What follows belongs to an exercise in optimizing a design on an open flow for small area, a short achievable clock period and few clock cycles; a production flow would make more cautious choices. No run shown here included a check of the RTL's function; only the layout flow was run.

==> flow/design.v (outline; a module is shown in full before it is edited, if it fits) <==
// module cmult_round_sat: 10 lines
// module axis_cmult: 3010 lines
// module cmult_fa: 4 lines
// module cmult_ha: 4 lines
module axis_cmult
#(
  parameter int IN_WIDTH  = 16,
  parameter int OUT_WIDTH = 16,
  parameter int SHIFT     = 15,
  parameter int ROUND     = 1
) (
  input  logic                     aclk,
  input  logic                     areset,
  input  logic [2*IN_WIDTH-1:0]    s_axis_a_tdata,
  input  logic                     s_axis_a_tvalid,
  output logic                     s_axis_a_tready,
  input  logic                     s_axis_a_tlast,
  input  logic [2*IN_WIDTH-1:0]    s_axis_b_tdata,
  input  logic                     s_axis_b_tvalid,
  output logic                     s_axis_b_tready,
  input  logic                     conj_b,
  output logic [2*OUT_WIDTH-1:0]   m_axis_tdata,
  output logic                     m_axis_tvalid,
  input  logic                     m_axis_tready,
  output logic                     m_axis_tlast,
  output logic                     ovf_sticky,
  input  logic                     ovf_clr
);
  // ...
==> flow/flow/run.sh <==
#!/bin/bash
# Own layout flow: the standard ORFS flow (standard.sh, standard synthesis unchanged)
# with extra ORFS make variables appended to its make command line.
set -euo pipefail
EXTRA=$(cat flow/extra_vars.txt)
sed "s|\"\${@:-finish}\"|$EXTRA \"\${@:-finish}\"|" standard.sh > my_standard.sh
bash my_standard.sh > flow_make.log 2>&1
==> flow/flow/extra_vars.txt <==
BUFFER_PORTS_ARGS="-buffer_cell sky130_fd_sc_hd__buf_1"
==> flow/standard.sh <==
#!/bin/bash
# synth_recipe.tcl (not shown) runs the flow's synth.tcl, then flattens the netlist and writes it again
# the make line also repeats each setting of config.mk as NAME=value (left out here)
make -C /OpenROAD-flow-scripts/flow DESIGN_CONFIG=/design/flow/config.mk WORK_HOME=/design/flow/orfs CLKGATE_MAP_FILE= SYNTH_SCRIPT=/design/flow/synth_recipe.tcl "${@:-finish}"
==> flow/config.mk <==
export PLATFORM = sky130hd
export DESIGN_NAME = axis_cmult
export DESIGN_NICKNAME = axis_cmult
export VERILOG_FILES = /design/flow/design.v
export SDC_FILE = /design/flow/constraint.sdc
export NUM_CORES = 4
export LEC_CHECK = 0
export CAP_MARGIN = 20
export CORE_MARGIN = 2
export CORE_UTILIZATION = 40
export SETUP_SLACK_MARGIN = 4.25
export SLEW_MARGIN = 20
export SYNTH_HIERARCHICAL = 1
==> flow/constraint.sdc <==
create_clock -name core_clock -period 8.5 [get_ports {aclk}]
set_input_delay 1.7000 -clock core_clock [delete_from_list [all_inputs] [get_ports {aclk}]]
set_output_delay 1.7000 -clock core_clock [all_outputs]
set_load 0.01 [all_outputs]
==> results.cfg, run 1 <==
[timing]
drv_slew = 0
setup_viol_count_final = 0
maxSlewHeadroom_pct = 41.5
worstMarginPinSlew_ns = 0.878

[route]
met3_length_um = 8870
routed.top_layer = met4

[hold_path]
holdPathStages = 0

[global_route]
use_met2_pct = 39.2
met3_usage_pct = 4.99
grt_usage_pct = 24.8
grt_busiest_layer = met2

[placement]
pre_cts_ws_ns = 3.45
dp.final_hpwl_um = 60900
io_buffer_count = 108

[setup_path]
critPathMaxFanout = 17
regToRegSetupSlack_ns = 4.12
cp.depth = 13

[layout]
syn_to_final_growth_pct = 12.1
inv_count = 52
final_cell_area_um2 = 32900
final_common_cell = xnor2_1

[synth]
netlist_instances = 2604
yosys.area.top_type = fa_1
synth_xor_area_share_pct = 17.8

[floorplanning]
chipWidth_um = 275
dieArea_um2 = 75700
io_pins = 109

[clock_tree]
clkTransAtPathRegs_ns = 0.08
clockBufferDepth = 3

[run_status]
status = finished clean
==> inputs of run 2 (changes only) <==
--- a/flow/design.v
+++ b/flow/design.v
@@ -871,17 +871,17 @@
   logic re_s777;
   logic re_c778;
   logic re_s779;
   logic re_c780;
   logic re_s781;
   logic re_c782;
   logic re_s783;
   logic re_c784;
-  logic [11:0] re_lo;
+  logic [13:0] re_lo;
   logic im_p785;
   logic im_p786;
   logic im_p787;
   logic im_p788;
   logic im_p789;
   logic im_p790;
   logic im_p791;
   logic im_p792;
@@ -1656,17 +1656,17 @@
   logic im_s1561;
   logic im_c1562;
   logic im_s1563;
   logic im_c1564;
   logic im_s1565;
   logic im_c1566;
   logic im_s1567;
   logic im_c1568;
-  logic [11:0] im_lo;
+  logic [13:0] im_lo;
   assign re_p1 = (br_one[0] & ar[0]) ^ br_neg[0];
   assign re_p2 = ((br_one[0] & ar[1]) | (br_two[0] & ar[0])) ^ br_neg[0];
   assign re_p3 = ((br_one[0] & ar[2]) | (br_two[0] & ar[1])) ^ br_neg[0];
   assign re_p4 = ((br_one[0] & ar[3]) | (br_two[0] & ar[2])) ^ br_neg[0];
   assign re_p5 = ((br_one[0] & ar[4]) | (br_two[0] & ar[3])) ^ br_neg[0];
   assign re_p6 = ((br_one[0] & ar[5]) | (br_two[0] & ar[4])) ^ br_neg[0];
   assign re_p7 = ((br_one[0] & ar[6]) | (br_two[0] & ar[5])) ^ br_neg[0];
   assign re_p8 = ((br_one[0] & ar[7]) | (br_two[0] & ar[6])) ^ br_neg[0];
@@ -2194,17 +2194,17 @@
   cmult_fa u_re_s769 (.a(re_c638), .b(re_s707), .c(re_c706), .s(re_s769), .co(re_c770));
   cmult_fa u_re_s771 (.a(re_s645), .b(re_c708), .c(re_s709), .s(re_s771), .co(re_c772));
   cmult_fa u_re_s773 (.a(re_s649), .b(re_c710), .c(re_s711), .s(re_s773), .co(re_c774));
   cmult_fa u_re_s775 (.a(re_c650), .b(re_s713), .c(re_c712), .s(re_s775), .co(re_c776));
   cmult_fa u_re_s777 (.a(re_s657), .b(re_c714), .c(re_s715), .s(re_s777), .co(re_c778));
   cmult_fa u_re_s779 (.a(re_c658), .b(re_s717), .c(re_c716), .s(re_s779), .co(re_c780));
   cmult_fa u_re_s781 (.a(re_c660), .b(re_s719), .c(re_c718), .s(re_s781), .co(re_c782));
   cmult_fa u_re_s783 (.a(~re_p272), .b(re_s721), .c(re_c720), .s(re_s783), .co(re_c784));
-  assign re_lo = {1'b0, {re_c742, re_c740, re_c738, re_c736, re_c734, re_c732, re_c730, re_c728, re_c726, re_c724, re_s723}} + {1'b0, {re_s743, re_s741, re_s739, re_s737, re_s735, re_s733, re_s731, re_s729, re_s727, re_s725, re_s663}};
+  assign re_lo = {1'b0, {re_c746, re_c744, re_c742, re_c740, re_c738, re_c736, re_c734, re_c732, re_c730, re_c728, re_c726, re_c724, re_s723}} + {1'b0, {re_s747, re_s745, re_s743, re_s741, re_s739, re_s737, re_s735, re_s733, re_s731, re_s729, re_s727, re_s725, re_s663}};
   assign im_p785 = (br_one[0] & ai[0]) ^ br_neg[0];
   assign im_p786 = ((br_one[0] & ai[1]) | (br_two[0] & ai[0])) ^ br_neg[0];
   assign im_p787 = ((br_one[0] & ai[2]) | (br_two[0] & ai[1])) ^ br_neg[0];
   assign im_p788 = ((br_one[0] & ai[3]) | (br_two[0] & ai[2])) ^ br_neg[0];
   assign im_p789 = ((br_one[0] & ai[4]) | (br_two[0] & ai[3])) ^ br_neg[0];
   assign im_p790 = ((br_one[0] & ai[5]) | (br_two[0] & ai[4])) ^ br_neg[0];
   assign im_p791 = ((br_one[0] & ai[6]) | (br_two[0] & ai[5])) ^ br_neg[0];
   assign im_p792 = ((br_one[0] & ai[7]) | (br_two[0] & ai[6])) ^ br_neg[0];
@@ -2732,22 +2732,18 @@
   cmult_fa u_im_s1553 (.a(im_c1422), .b(im_s1491), .c(im_c1490), .s(im_s1553), .co(im_c1554));
   cmult_fa u_im_s1555 (.a(im_s1429), .b(im_c1492), .c(im_s1493), .s(im_s1555), .co(im_c1556));
   cmult_fa u_im_s1557 (.a(im_s1433), .b(im_c1494), .c(im_s1495), .s(im_s1557), .co(im_c1558));
   cmult_fa u_im_s1559 (.a(im_c1434), .b(im_s1497), .c(im_c1496), .s(im_s1559), .co(im_c1560));
   cmult_fa u_im_s1561 (.a(im_s1441), .b(im_c1498), .c(im_s1499), .s(im_s1561), .co(im_c1562));
   cmult_fa u_im_s1563 (.a(im_c1442), .b(im_s1501), .c(im_c1500), .s(im_s1563), .co(im_c1564));
   cmult_fa u_im_s1565 (.a(im_c1444), .b(im_s1503), .c(im_c1502), .s(im_s1565), .co(im_c1566));
   cmult_fa u_im_s1567 (.a(~im_p1056), .b(im_s1505), .c(im_c1504), .s(im_s1567), .co(im_c1568));
-  assign im_lo = {1'b0, {im_c1526, im_c1524, im_c1522, im_c1520, im_c1518, im_c1516, im_c1514, im_c1512, im_c1510, im_c1508, im_s1507}} + {1'b0, {im_s1527, im_s1525, im_s1523, im_s1521, im_s1519, im_s1517, im_s1515, im_s1513, im_s1511, im_s1509, im_s1447}};
+  assign im_lo = {1'b0, {im_c1530, im_c1528, im_c1526, im_c1524, im_c1522, im_c1520, im_c1518, im_c1516, im_c1514, im_c1512, im_c1510, im_c1508, im_s1507}} + {1'b0, {im_s1531, im_s1529, im_s1527, im_s1525, im_s1523, im_s1521, im_s1519, im_s1517, im_s1515, im_s1513, im_s1511, im_s1509, im_s1447}};
   logic re_cin;
-  logic re_q11_0;
-  logic re_q11_1;
-  logic re_q12_0;
-  logic re_q12_1;
   logic re_q13_0;
   logic re_q13_1;
   logic re_q14_0;
   logic re_q14_1;
   logic re_q15_0;
   logic re_q15_1;
   logic re_q16_0;
   logic re_q16_1;
@@ -2777,20 +2773,16 @@
   logic re_q28_1;
   logic re_q29_0;
   logic re_q29_1;
   logic re_q30_0;
   logic re_q30_1;
   logic re_q31_0;
   logic re_q31_1;
   logic im_cin;
-  logic im_q11_0;
-  logic im_q11_1;
-  logic im_q12_0;
-  logic im_q12_1;
   logic im_q13_0;
   logic im_q13_1;
   logic im_q14_0;
   logic im_q14_1;
   logic im_q15_0;
   logic im_q15_1;
   logic im_q16_0;
   logic im_q16_1;
@@ -2822,21 +2814,17 @@
   logic im_q29_1;
   logic im_q30_0;
   logic im_q30_1;
   logic im_q31_0;
   logic im_q31_1;
   always_ff @(posedge aclk) begin
     if (go) begin
       l2 <= l1;
-      re_cin <= re_lo[11];
-      re_q11_0 <= re_c744;
-      re_q11_1 <= re_s745;
-      re_q12_0 <= re_c746;
-      re_q12_1 <= re_s747;
+      re_cin <= re_lo[13];
       re_q13_0 <= re_c748;
       re_q13_1 <= re_s749;
       re_q14_0 <= re_c750;
       re_q14_1 <= re_s751;
       re_q15_0 <= re_c752;
       re_q15_1 <= re_s753;
       re_q16_0 <= re_c754;
       re_q16_1 <= re_s755;
@@ -2865,21 +2853,17 @@
       re_q28_0 <= re_c778;
       re_q28_1 <= re_s779;
       re_q29_0 <= re_c780;
       re_q29_1 <= re_s781;
       re_q30_0 <= re_c782;
       re_q30_1 <= re_s783;
       re_q31_0 <= re_c784;
       re_q31_1 <= re_c722;
-      im_cin <= im_lo[11];
-      im_q11_0 <= im_c1528;
-      im_q11_1 <= im_s1529;
-      im_q12_0 <= im_c1530;
-      im_q12_1 <= im_s1531;
+      im_cin <= im_lo[13];
       im_q13_0 <= im_c1532;
       im_q13_1 <= im_s1533;
       im_q14_0 <= im_c1534;
       im_q14_1 <= im_s1535;
       im_q15_0 <= im_c1536;
       im_q15_1 <= im_s1537;
       im_q16_0 <= im_c1538;
       im_q16_1 <= im_s1539;
@@ -2910,26 +2894,22 @@
       im_q29_0 <= im_c1564;
       im_q29_1 <= im_s1565;
       im_q30_0 <= im_c1566;
       im_q30_1 <= im_s1567;
       im_q31_0 <= im_c1568;
       im_q31_1 <= im_c1506;
     end
   end
-  logic [32:11] re_x, re_y;
-  logic [21:0] re_sum;
+  logic [32:13] re_x, re_y;
+  logic [19:0] re_sum;
   logic [17:0] re_top;
-  logic [32:11] im_x, im_y;
-  logic [21:0] im_sum;
+  logic [32:13] im_x, im_y;
+  logic [19:0] im_sum;
   logic [17:0] im_top;
-  assign re_x[11] = re_q11_0;
-  assign re_y[11] = re_q11_1;
-  assign re_x[12] = re_q12_0;
-  assign re_y[12] = re_q12_1;
   assign re_x[13] = re_q13_0;
   assign re_y[13] = re_q13_1;
   assign re_x[14] = re_q14_0;
   assign re_y[14] = re_q14_1;
   assign re_x[15] = re_q15_0;
   assign re_y[15] = re_q15_1;
   assign re_x[16] = re_q16_0;
   assign re_y[16] = re_q16_1;
@@ -2961,21 +2941,17 @@
   assign re_y[29] = re_q29_1;
   assign re_x[30] = re_q30_0;
   assign re_y[30] = re_q30_1;
   assign re_x[31] = re_q31_0;
   assign re_y[31] = re_q31_1;
   assign re_x[32] = 1'b1;
   assign re_y[32] = 1'b0;
   assign re_sum = re_x + re_y + re_cin;
-  assign re_top = re_sum[21:4];
-  assign im_x[11] = im_q11_0;
-  assign im_y[11] = im_q11_1;
-  assign im_x[12] = im_q12_0;
-  assign im_y[12] = im_q12_1;
+  assign re_top = re_sum[19:2];
   assign im_x[13] = im_q13_0;
   assign im_y[13] = im_q13_1;
   assign im_x[14] = im_q14_0;
   assign im_y[14] = im_q14_1;
   assign im_x[15] = im_q15_0;
   assign im_y[15] = im_q15_1;
   assign im_x[16] = im_q16_0;
   assign im_y[16] = im_q16_1;
@@ -3007,17 +2983,17 @@
   assign im_y[29] = im_q29_1;
   assign im_x[30] = im_q30_0;
   assign im_y[30] = im_q30_1;
   assign im_x[31] = im_q31_0;
   assign im_y[31] = im_q31_1;
   assign im_x[32] = 1'b1;
   assign im_y[32] = 1'b0;
   assign im_sum = im_x + im_y + im_cin;
-  assign im_top = im_sum[21:4];
+  assign im_top = im_sum[19:2];
   logic [15:0] re_q, im_q;
   logic ovf_re, ovf_im;
   cmult_round_sat u_rs_re (.top(re_top), .dout(re_q), .ovf(ovf_re));
   cmult_round_sat u_rs_im (.top(im_top), .dout(im_q), .ovf(ovf_im));
   logic [31:0] d3;
   logic ovf_q;
   always_ff @(posedge aclk) begin
     if (go) begin
==> run 2 against run 1 <==
Net effect: count of clock-buffer cells in the layout down 1; via count decreased by 2.2%; flip-flop and latch count decreased by 8; fmax decreased by 3.7%; final area fell by 2.2%; core utilization fell by 0.26 points; critical path type unchanged.
==> results.cfg, run 2 <==
[synth]
netlist_instances = 2566
synth_fp_nets = 3206
yosys.cell_count.top_type = xnor2_1
syn_area_per_cell_um2 = 11.3
async_flop_share_pct = 2.43
synth.distinct_cells = 53
yosysWarnings = 8
synth_edf_count = 201
ys_seq_area_share_pct = 21.2
synth_seq_cells = 206
synth_top_area_share_pct = 31.3
synth.top_cells.by_area = fa_1, edfxtp_1, xnor2_1
ys.flop_type = edfxtp_1
yosys.area.top_type = fa_1
synth_area_um2 = 29000
synthTopCellsByCount = xnor2_1, a22oi_1, fa_1, clkbuf_1, edfxtp_1

[route]
drt_pre_antenna_iters = 6
drt_iter0_markers = 2329
wl_um = 90500
via_per_inst = 6.10
routedWlPerCell_um = 25.7
antenna_left = 0
drcViolationCount = 0
vias = 21500

[clock_tree]
holdBufCountCts = 0
cts_sinks = 206
clock_latency_ns = 0.60
cts_max_level = 1
clockBufferDepth = 3
clkTransAtPathRegs_ns = 0.07
numCtsBuffers = 28
cts_tree = yes
root_buffer = clkbuf_16

[floorplanning]
start_util_pct = 40.5
die_h_um = 273
row_count = 98
fp.coreArea_um2 = 71600
chipWidth_um = 273
dieArea_um2 = 74700
io_pins = 109

[setup_path]
cp.arrival_ns = 4.89
cp-end-kind = register
path_class = reg2reg
cp-start-kind = register
critPathMaxFanout = 32
worst_ep_required_time_ns = 8.84
regToRegSetupSlack_ns = 3.95

[timing]
finalClockSkew_ns = 0.0200
maxSlewHeadroom_pct = 32.1
setup_viol_count_final = 0
worstMarginPinSlew_ns = 1.02
period_needed_ns = 4.55
drv_slew = 0
worst_hold_slack_ns = 0.424
max_freq_mhz = 220
finalHoldViolations = 0
timing.final.crit_share_pct = 53.6
finalSetupTns_ns = 0
rsz0062_at_grt = true

[global_route]
grt_pass1_wl_um = 140000
antenna_found_initial = 0
grt_overflow_total = 0
grt_usage_pct = 24.2
grt_pass1_vias = 23400
grt_max_degree = 113

[layout]
syn_to_final_growth_pct = 11.0
mostFrequentLayoutCells = xnor2_1, a22oi_1, fa_1
final_common_cell = xnor2_1
largest_reg_flops = 32
drive_gt1_share_pct = 11.0
n_antenna_cell = 0
top_regs = d3: 32 flops, ai: 16 flops, ar: 16 flops
final_core_util_pct = 45.0
nets = 3193
top_register = d3

[run_status]
status = finished clean

[placement]
io_buffer_count = 108
dp.final_hpwl_um = 57500
place_congestion = 0.876

[hold_path]
min_path_type = reg2reg

[job]
cap_violations = 0
run 2: worst max-delay path, cell delays in order, from the launching register on:
cell and delay (ns):
edfxtp_1 0.37, clkbuf_8 0.29, a22oi_2 0.22, xnor2_1 0.16, fa_1 0.46, fa_1 0.51, fa_2 0.37, fa_1 0.52
fa_1 0.43, ha_1 0.31, nand2_1 0.10, nor2_1 0.05, a2111oi_0 0.36, o21ai_0 0.13
run 2: final cells by class:
cell class	instances	area, µm²
clock buffers	32	716
clock inverters	19	233
fillers	6577	39400
inverters	56	214
multi-input cells	2015	21800
flip-flops and latches	206	6160
well taps	950	1190
repair buffers	246	1850
run 2: cell families after synthesis:
logic type      share of synthesized area (%)
flops                                    21.2
buf+inv                                  4.77
simple gates                             2.64
fa+ha+maj                                36.2
xor+xnor                                 18.0
compound gates                           17.1
run 2: repair_timing:
| action | 4_1_cts | 5_1_grt |
|---|---|---|
| gates cloned | 2 | 0 |
| setup endpoints to repair | 50 | 33 |
| pin swaps | 7 | 32 |
| buffers inserted | 40 | 6 |
| gates resized for setup | 56 | 92 |
run 2: through the flow:
step	worst slack, ns	area (µm²)	std cells
4_1_cts	3.95	31800	3517
3_5_place_dp	3.35	30200	3424
5_1_grt	3.81	32200	3524
2_1_floorplan	3.22	29200	2566
6_report	3.95	32200	3524
3_3_place_gp	3.37	30200	3423
run 2: Yosys stat by module, one instance, submodules excluded:
module	cell area, µm²	cells inside	flops+latches	copies in the design
cmult_ha	12.5	1	0	40
cmult_round_sat	333	57	0	2
cmult_fa	20.0	1	0	454
axis_cmult	18800	1958	206	1
run 2: final timing paths:
check                      endpoint  depth (start not counted)    from
max                          im_cin                         13   ai[9]
min reg2reg                      l2                          0      l1
min in group asynchronous        v1                          2  areset
min                              l2                          0      l1
max reg2reg                  im_cin                         13   ai[9]
max in group asynchronous       v3n                          2  areset
run 2: layer usage:
metal / up-vias / GRT usage, % / wire length [µm]
li1: 8957 / - / -
met1: 11000 / 31.7 / 36100
met2: 1283 / 38.4 / 41900
met3: 260 / 5.96 / 9130
met4: 0 / 10.2 / 3310
met5: - / 0 / 0

## separate check: timing with driven ports
Ports are ideal in the flow. The routed layouts listed here were re-timed in OpenROAD.
Step 1, drivers: a clkbuf_16 drives aclk and a buf_2 each remaining input, both assumed.
Step 2 also shifts input and output timing later by t, the mid clock arrival at the registers, as if the neighbouring blocks saw the same clock.
Slacks: ideal / step 1 / step 2; pairs: ideal / step 1.
| run | shift t [ns] | setup slack, ns | worst setup path at the end | clock arrival spread, ns | worst register clock-pin slew, ns |
|---|---|---|---|---|---|
| run 1 | 0.678 | 4.118 / 4.118 / 4.118 | register to register | 0.029 / 0.028 | 0.08 / 0.08 |
| run 2 | 0.648 | 3.948 / 3.948 / 3.948 | register to register | 0.020 / 0.020 | 0.07 / 0.07 |
After both steps every run listed still meets setup and hold.
